This is an optimization exercise on Yosys and OpenROAD, whose aim is small area, a short achievable clock period and few clock cycles per item, not a production implementation.
In this exercise RTL edits were held to simulation tests only and were not proved equivalent to the original.
Power and IR drop assume default switching activity.

==> design/flow/design.v <==
package mdfr_pkg;
  localparam int unsigned MAC_W     = 48;
  localparam int unsigned ID_W      = 16;
  localparam int unsigned KIND_W    = 8;
  localparam int unsigned ACT_W     = 3;
  localparam int unsigned OCC_W     = 5;
  localparam int unsigned ENTRIES_D = 16;
  localparam logic [KIND_W-1:0] KIND_BCAST    = 8'd1;
  localparam logic [KIND_W-1:0] KIND_TARGETED = 8'd2;
  typedef enum logic [ACT_W-1:0] {
    ACT_OWN      = 3'd0,
    ACT_DUP      = 3'd1,
    ACT_DELIVER  = 3'd2,
    ACT_BCAST    = 3'd3,
    ACT_TARGETED = 3'd4,
    ACT_PASS     = 3'd5
  } action_t;
  typedef struct packed {
    logic [MAC_W-1:0] origin;
    logic [MAC_W-1:0] sender;
    logic [ID_W-1:0]  id;
  } entry_t;
  typedef struct packed {
    action_t          action;
    logic [OCC_W-1:0] occupancy;
  } res_t;
  typedef enum logic [3:0] {
    ST_CLEAR,
    ST_IDLE,
    ST_CHECK,
    ST_SRCH_RD,
    ST_SRCH_CMP,
    ST_SHIFT_RD,
    ST_SHIFT_WR,
    ST_INSERT,
    ST_SCAN_RD,
    ST_SCAN_CMP,
    ST_DONE
  } state_t;
endpackage
import mdfr_pkg::*;
module mdfr_store #(
  parameter int unsigned ENTRIES = mdfr_pkg::ENTRIES_D,
  parameter int unsigned AW      = 4
) (
  input  logic              clk,
  input  logic              we,
  input  logic [AW-1:0]     waddr,
  input  mdfr_pkg::entry_t  wdata,
  input  logic [AW-1:0]     raddr,
  output mdfr_pkg::entry_t  rdata
);
  logic [2*mdfr_pkg::MAC_W+mdfr_pkg::ID_W-1:0] mem [0:ENTRIES-1];
  always_ff @(posedge clk) begin
    if (we) begin
      mem[waddr] <= wdata;
    end
    rdata <= mem[raddr];
  end
endmodule
import mdfr_pkg::*;
module mdfr_ctrl #(
  parameter int unsigned ENTRIES = mdfr_pkg::ENTRIES_D,
  parameter int unsigned AW      = 4,
  parameter int unsigned CW      = 5
) (
  input  logic                         clk,
  input  logic                         rst,
  input  logic                         cfg_we,
  input  logic [mdfr_pkg::MAC_W-1:0]   cfg_wdata,
  input  logic                         in_valid,
  output logic                         in_ready,
  input  logic [mdfr_pkg::KIND_W-1:0]  in_kind,
  input  logic [mdfr_pkg::MAC_W-1:0]   in_target,
  input  mdfr_pkg::entry_t             in_entry,
  output logic                         res_valid,
  input  logic                         res_ready,
  output mdfr_pkg::res_t               res,
  output logic                         mem_we,
  output logic [AW-1:0]                mem_waddr,
  output mdfr_pkg::entry_t             mem_wdata,
  output logic [AW-1:0]                mem_raddr,
  input  mdfr_pkg::entry_t             mem_rdata
);
  localparam logic [CW-1:0] ENT_C  = CW'(ENTRIES);
  localparam logic [CW-1:0] LAST_C = CW'(ENTRIES - 1);
  localparam logic [CW-1:0] ONE_C  = CW'(1);
  mdfr_pkg::state_t             state, state_next;
  logic [CW-1:0]      ptr, ptr_next;
  logic [CW-1:0]      lead, lead_next;
  mdfr_pkg::action_t            act, act_next;
  logic [MAC_W-1:0]   self_mac;
  logic [KIND_W-1:0]  item_kind;
  logic [MAC_W-1:0]   item_target;
  mdfr_pkg::entry_t             item;
  logic [CW-1:0]      shift_top;
  logic               hit;
  assign shift_top = (lead == ENT_C) ? LAST_C : lead;
  assign hit       = (mem_rdata.id == item.id) && (mem_rdata.origin == item.origin);
  always_ff @(posedge clk) begin
    if (rst) begin
      state    <= ST_CLEAR;
      ptr      <= '0;
      lead     <= '0;
      act      <= ACT_OWN;
      self_mac <= '0;
    end else begin
      state <= state_next;
      ptr   <= ptr_next;
      lead  <= lead_next;
      act   <= act_next;
      if (cfg_we) begin
        self_mac <= cfg_wdata;
      end
    end
  end
  always_ff @(posedge clk) begin
    if (in_valid && in_ready) begin
      item_kind   <= in_kind;
      item_target <= in_target;
      item        <= in_entry;
    end
  end
  always_comb begin
    state_next = state;
    ptr_next   = ptr;
    lead_next  = lead;
    act_next   = act;
    in_ready   = 1'b0;
    res_valid  = 1'b0;
    mem_we     = 1'b0;
    mem_waddr  = ptr[AW-1:0];
    mem_wdata  = mem_rdata;
    mem_raddr  = ptr[AW-1:0];
    case (state)
      ST_CLEAR: begin
        mem_we    = 1'b1;
        mem_wdata = '0;
        if (ptr == LAST_C) begin
          ptr_next   = '0;
          state_next = ST_IDLE;
        end else begin
          ptr_next = ptr + ONE_C;
        end
      end
      ST_IDLE: begin
        in_ready = 1'b1;
        if (in_valid) begin
          state_next = ST_CHECK;
        end
      end
      ST_CHECK: begin
        if (item.origin == self_mac) begin
          act_next   = ACT_OWN;
          state_next = ST_DONE;
        end else if (lead == '0) begin
          ptr_next   = '0;
          state_next = ST_INSERT;
        end else begin
          ptr_next   = '0;
          state_next = ST_SRCH_RD;
        end
      end
      ST_SRCH_RD: begin
        state_next = ST_SRCH_CMP;
      end
      ST_SRCH_CMP: begin
        if (hit) begin
          act_next   = ACT_DUP;
          state_next = ST_DONE;
        end else if (ptr + ONE_C == lead) begin
          ptr_next   = shift_top;
          state_next = (shift_top == '0) ? ST_INSERT : ST_SHIFT_RD;
        end else begin
          ptr_next   = ptr + ONE_C;
          state_next = ST_SRCH_RD;
        end
      end
      ST_SHIFT_RD: begin
        mem_raddr  = AW'(ptr - ONE_C);
        state_next = ST_SHIFT_WR;
      end
      ST_SHIFT_WR: begin
        mem_we = 1'b1;
        if (ptr == ONE_C) begin
          state_next = ST_INSERT;
        end else begin
          state_next = ST_SHIFT_RD;
        end
        ptr_next = ptr - ONE_C;
      end
      ST_INSERT: begin
        mem_we    = 1'b1;
        mem_waddr = '0;
        mem_wdata = item;
        if (item_target == self_mac) begin
          act_next = ACT_DELIVER;
        end else if (item_kind == KIND_BCAST) begin
          act_next = ACT_BCAST;
        end else if (item_kind == KIND_TARGETED) begin
          act_next = ACT_TARGETED;
        end else begin
          act_next = ACT_PASS;
        end
        if (item.id == '0) begin
          lead_next  = '0;
          state_next = ST_DONE;
        end else if (lead == ENT_C || lead + ONE_C == ENT_C) begin
          lead_next  = ENT_C;
          state_next = ST_DONE;
        end else begin
          ptr_next   = lead + ONE_C;
          state_next = ST_SCAN_RD;
        end
      end
      ST_SCAN_RD: begin
        state_next = ST_SCAN_CMP;
      end
      ST_SCAN_CMP: begin
        if (mem_rdata.id == '0) begin
          lead_next  = ptr;
          state_next = ST_DONE;
        end else if (ptr + ONE_C == ENT_C) begin
          lead_next  = ENT_C;
          state_next = ST_DONE;
        end else begin
          ptr_next   = ptr + ONE_C;
          state_next = ST_SCAN_RD;
        end
      end
      ST_DONE: begin
        res_valid = 1'b1;
        if (res_ready) begin
          state_next = ST_IDLE;
        end
      end
      default: begin
        state_next = ST_IDLE;
      end
    endcase
  end
  assign res.action    = act;
  assign res.occupancy = OCC_W'(lead);
endmodule
import mdfr_pkg::*;
module mesh_duplicate_filter_relay_unit #(
  parameter int unsigned ENTRIES = mdfr_pkg::ENTRIES_D
) (
  input  logic                        clk,
  input  logic                        rst,
  input  logic                        cfg_we,
  input  logic [mdfr_pkg::MAC_W-1:0]  cfg_wdata,    
  input  logic                        s_tvalid,
  output logic                        s_tready,
  input  logic [159:0]                s_tdata,      
  input  logic [7:0]                  s_tuser,      
  output logic                        m_tvalid,
  input  logic                        m_tready,
  output logic [7:0]                  m_tdata,      
  output logic [2:0]                  m_tuser       
);
  localparam int unsigned AW = (ENTRIES > 1) ? $clog2(ENTRIES) : 1;
  localparam int unsigned CW = $clog2(ENTRIES + 1);
  mdfr_pkg::entry_t          in_entry;
  logic [MAC_W-1:0] in_target;
  logic            mem_we;
  logic [AW-1:0]   mem_waddr;
  logic [AW-1:0]   mem_raddr;
  mdfr_pkg::entry_t          mem_wdata;
  mdfr_pkg::entry_t          mem_rdata;
  logic            res_valid;
  logic            res_ready;
  mdfr_pkg::res_t            res;
  assign in_entry.origin = s_tdata[47:0];
  assign in_target       = s_tdata[95:48];
  assign in_entry.id     = s_tdata[111:96];
  assign in_entry.sender = s_tdata[159:112];
  mdfr_store #(
    .ENTRIES (ENTRIES),
    .AW      (AW)
  ) u_store (
    .clk   (clk),
    .we    (mem_we),
    .waddr (mem_waddr),
    .wdata (mem_wdata),
    .raddr (mem_raddr),
    .rdata (mem_rdata)
  );
  mdfr_ctrl #(
    .ENTRIES (ENTRIES),
    .AW      (AW),
    .CW      (CW)
  ) u_ctrl (
    .clk       (clk),
    .rst       (rst),
    .cfg_we    (cfg_we),
    .cfg_wdata (cfg_wdata),
    .in_valid  (s_tvalid),
    .in_ready  (s_tready),
    .in_kind   (s_tuser),
    .in_target (in_target),
    .in_entry  (in_entry),
    .res_valid (res_valid),
    .res_ready (res_ready),
    .res       (res),
    .mem_we    (mem_we),
    .mem_waddr (mem_waddr),
    .mem_wdata (mem_wdata),
    .mem_raddr (mem_raddr),
    .mem_rdata (mem_rdata)
  );
  assign res_ready = !m_tvalid || m_tready;
  always_ff @(posedge clk) begin
    if (rst) begin
      m_tvalid <= 1'b0;
    end else if (res_ready) begin
      m_tvalid <= res_valid;
    end
  end
  always_ff @(posedge clk) begin
    if (res_ready && res_valid) begin
      m_tuser <= res.action;
      m_tdata <= {3'b000, res.occupancy};
    end
  end
endmodule
==> design/flow/run.sh <==
#!/bin/bash
# synth_recipe.tcl (not shown) runs the flow's synth.tcl, then flattens the netlist and writes it again
# the make line also repeats each setting of config.mk as NAME=value (left out here)
make -C /OpenROAD-flow-scripts/flow DESIGN_CONFIG=/design/flow/config.mk WORK_HOME=/design/flow/orfs CLKGATE_MAP_FILE= SYNTH_SCRIPT=/design/flow/synth_recipe.tcl finish
==> design/flow/config.mk <==
export PLATFORM = sky130hd
export DESIGN_NAME = mesh_duplicate_filter_relay_unit
export DESIGN_NICKNAME = mesh_duplicate_filter_relay_unit
export VERILOG_FILES = /design/flow/design.v
export SDC_FILE = /design/flow/constraint.sdc
export NUM_CORES = 4
export LEC_CHECK = 0
export CAP_MARGIN = 20
export CORE_MARGIN = 2
export CORE_UTILIZATION = 40
export SLEW_MARGIN = 20
==> design/flow/constraint.sdc <==
create_clock -name core_clock -period 6.0 [get_ports {clk}]
set_input_delay 1.2000 -clock core_clock [delete_from_list [all_inputs] [get_ports {clk}]]
set_output_delay 1.2000 -clock core_clock [all_outputs]
set_load 0.01 [all_outputs]
==> results.py <==
metrics = {
    "run_status": {
        "outcome": "complete, no violations",
    },
    "worst_setup_path": {
        "reg2reg_depth": 6,
        "reg2reg_to": "u_store.rdata[104]",
        "crit_type": "reg -> reg",
        "crit_top_cell": "mux4_2",
        "path_max_fanout": 141,
        "r2r_start": "u_ctrl.ptr[0]",
        "slowest_stage": "dfxtp_1",
        "worstPathRequired_ns": 6.61,
        "cp-end-kind": "flop",
        "crit_start": "u_ctrl.ptr[0]",
        "slowest_delay_ns": 0.74,
        "arrival_ns": 4.30,
        "reg2reg_slack_ns": 2.31,
        "path_buf_inv": 2,
        "critPathLaunchType": "flop",
        "worstPathCellList": "inv_1 -> ha_1 -> a21oi_4 -> buf_12 -> mux4_2 -> mux4_2",
        "crit_family": "multiplexers",
    },
    "synth": {
        "synth_top_cell_by_area": "edfxtp_1",
        "ys_ff_latch": 1282,
        "syn_area_per_cell_sq_um": 21.18,
        "synth_area_sq_um": 49510,
        "synth_top_family_by_area": "multiplexers",
        "yosys.area_share.simple_pct": 2.451,
        "synthAdderAreaFrac_pct": 0.2274,
        "seq_area_frac_synth_pct": 75.13,
        "yosysUniqueCellTypes": 66,
        "synthTopCellsByArea": "edfxtp_1 70%, mux4_2 15%, dfxtp_1 5.3%, xor2_1 1.8%, xnor2_1 1.2%",
        "ys_warn_count": 3,
        "synth_edf_count": 1152,
        "synthMuxAreaShare_pct": 15.61,
        "synth_top_flop_cell": "edfxtp_1",
        "synth_compound_area_share_pct": 2.166,
        "synthCells": 2338,
        "synthTopCellsByCount": "1152 x edfxtp_1, 320 x mux4_2, 130 x dfxtp_1",
        "synth_top_cell_area_share_pct": 69.87,
        "synthArstFlopShare_pct": 0,
        "synthXorXnorAreaFrac_pct": 3.136,
        "yosysMostFrequentCell": "edfxtp_1",
    },
    "drt": {
        "via_per_inst": 5.688,
        "drc": 0,
        "drt_iter0_drc": 2811,
        "vias": 24650,
        "antenna_left": 0,
        "wl_mm": 126.8,
        "wl_per_cell_microns": 29.27,
        "drt_first_pass_iters": 6,
    },
    "final_layout": {
        "num-fill-cells": 10140,
        "fin_nets": 2813,
        "drive_gt1_share_pct": 21.88,
        "area_growth_pct": 16.93,
    },
    "sta": {
        "rsz0062_at_grt": "false",
        "tightest_slew_ns": 1.001,
        "fin_crit_sh_pct": 61.53,
        "setup_tns_ns": 0,
        "finalCriticalPeriod_ns": 3.692,
        "slew_violations": 0,
        "max_freq_ghz": 0.2709,
        "hold_viol": 0,
        "slew_headroom_pct": 33.27,
        "skew_ns": 0.02868,
        "setup_viol": 0,
    },
    "floorplanning": {
        "io_pins": 234,
        "core_sq_um": 123300,
        "fp.dieH_microns": 355.8,
        "rows": 129,
        "start_util_pct": 40.15,
        "die_area_sq_um": 126600,
        "die_x_microns": 355.8,
    },
    "clock_network": {
        "cts_sinks": 1282,
        "hold_buffers": 0,
        "clock_latency_ns": 0.74,
        "post_cts_resized": 0,
        "cts_buffer_depth": 3,
        "htreeDepth": 4,
        "cts_root_buf": "clkbuf_16",
        "cts_setup_buffers": 0,
        "cts_tree": "built",
        "numCtsBuffers": 131,
        "clk_pin_slew_ns": 0.06,
    },
    "pwr": {
        "powerDensity_nw_per_um2": 363.8,
        "p_total_w": 0.02106,
        "p_leak_nw": 18.62,
        "switching_share_pct": 23.45,
        "clkPwrFrac_pct": 38.0,
        "pwr-share-seq_pct": 50.5,
        "p_switching_w": 0.004940,
        "peakVddDrop_mv": 0.2748,
        "combPwrFrac_pct": 11.5,
        "internal_power_w": 0.01612,
    },
    "hold_path": {
        "min_to": "m_tuser[1]",
        "hp-class": "reg -> reg",
        "hp-start": "u_ctrl.act[1]",
        "hold_depth": 0,
    },
    "global_routing": {
        "antenna_found_initial": 5,
        "track_usage_pct": 20.05,
        "grt_pass1_vias": 25070,
        "grt_max_degree": 142,
        "grt_first_pass_wirelength_mm": 180.7,
        "grt_remaining_overflow": 0,
    },
    "placement": {
        "dp_hpwl_mm": 68.17,
        "place.port_buffers": 182,
        "place_congestion": 0.8800,
    },
    "job": {
        "cap_violations": 0,
    },
}
[stage by stage]
stage	instances	worst slack, ns	hold WS (ns)	utilization, %	area [sq um]
2_1_floorplan	2340	0.7228	0.4064	-	49540
3_3_place_gp	4086	2.175	0.4199	43.47	53610
3_5_place_dp	4086	2.152	0.4331	43.47	53610
4_1_cts	4328	2.114	0.4461	46.92	57850
5_1_grt	4329	2.148	0.4708	46.94	57880
6_report	4333	2.308	0.4466	46.95	57890
[routing by layer]
| layer | vias to the layer above | wire length, microns | GRT usage (%) |
|---|---|---|---|
| li1 | 10190 | - | - |
| met1 | 13200 | 52220 | 27.55 |
| met2 | 1084 | 60470 | 31.93 |
| met3 | 172 | 11500 | 5.239 |
| met4 | 4 | 2591 | 5.156 |
| met5 | - | 34 | 0 |
[cells by family after synthesis]
| group | count (synthesis) |
|---|---|
| AOI/OAI and AO/OA | 137 |
| xor gates and xnor gates | 174 |
| adders and majority gates | 9 |
| buffers and inverters | 127 |
| DFF | 1282 |
| muxes | 372 |
| other | 1 |
| and+or+nand+nor | 236 |
[worst register-to-register path, stage by stage, from the launching register on]
cell and delay [ns]:
dfxtp_1 0.74, inv_1 0.27, ha_1 0.50, a21oi_4 0.33, buf_12 0.61, mux4_2 0.65, mux4_2 0.47
[cells in the final DEF, fill, tap and decap left out, drive strengths merged, types with 3 or more instances in the layout]
cell type,n
nand2,19
o21ai,15
and3,5
a211oi,6
mux4,320
ha,9
clkbuf,183
nand4,26
nor2b,3
clkinv,42
nand3,13
nor3,15
inv,22
a21oi,12
dfxtp,130
edfxtp,1152
o221ai,4
a22oi,5
mux2i,50
xor2,102
bufinv,7
conb,3
buf,44
nor3b,3
clkdlybuf4s50,180
a221oi,3
o31ai,6
or3,3
nand3b,3
nor4,39
a22o,65
diode,4
xnor2,71
nor2,95
[worst max path at each step]
stage	slack, ns	cells past startpoint	end
after floorplan	0.72	6	u_store.mem[3][0]
after global routing	2.15	6	u_store.rdata[104]
after detailed placement	2.15	7	u_store.rdata[104]
final	2.31	6	u_store.rdata[104]
after global placement	2.18	7	u_store.rdata[104]
after CTS	2.11	7	u_store.rdata[104]
[power by group through the flow]
stage	sequential [W]	clock (W)	combinational, W
after floorplan	0.0108	0	0.00155
after global placement	0.0108	0	0.00245
after detailed placement	0.0108	0	0.00246
after CTS	0.0106	0.00814	0.00247
after global routing	0.0107	0.00849	0.00256
final	0.0106	0.00799	0.00243
[cell type report]
type / count / area [sq um] / share of cell area [%]
diodes: 4 / 10.01 / 0.01729
clock buffers: 183 / 3729 / 6.441
clock inverters: 59 / 516.7 / 0.8926
inverters: 13 / 53.80 / 0.09293
multi-input cells: 931 / 11900 / 20.56
flip-flops and latches: 1282 / 37200 / 64.25
well taps: 1637 / 2048 / 3.538
repair buffers: 224 / 2435 / 4.206
[flip-flops by register name, indices dropped and copies added, names as in the netlist, 8 cells and up]
register	count
u_ctrl.item_kind	8
u_store.mem	1024
u_ctrl.item_target	48
u_ctrl.item	64
u_store.rdata	64
u_ctrl.self_mac	48
Testbench counts, summed over its fixed seeds: cycles 145,182, items 3,200.

port drivers added, routing unchanged:
How much do the figures lean on ideal ports? The routed layout below was timed once more, with nothing changed but the port constraints.
Step 1 sets driving cells, clkbuf_16 on the clock port and buf_2 on the other inputs (assumed; they add their load-dependent delay and slew).
Step 2 times the ports against the registers' clock, not the clock port: input delays grow and output delays shrink by t, the midpoint of the rising clock arrivals with the driver on.
Slacks: ideal / step 1 / step 2; pairs: ideal / step 1.
t (ns): 0.798
setup WS [ns]: 2.308 / 2.256 / 2.308
clock arrival spread, ns: 0.033 / 0.034
After both steps setup and hold are still met in this run. For this run, drivers alone change the setup slack by -0.052 ns; drivers and shift together by 0.000 ns.
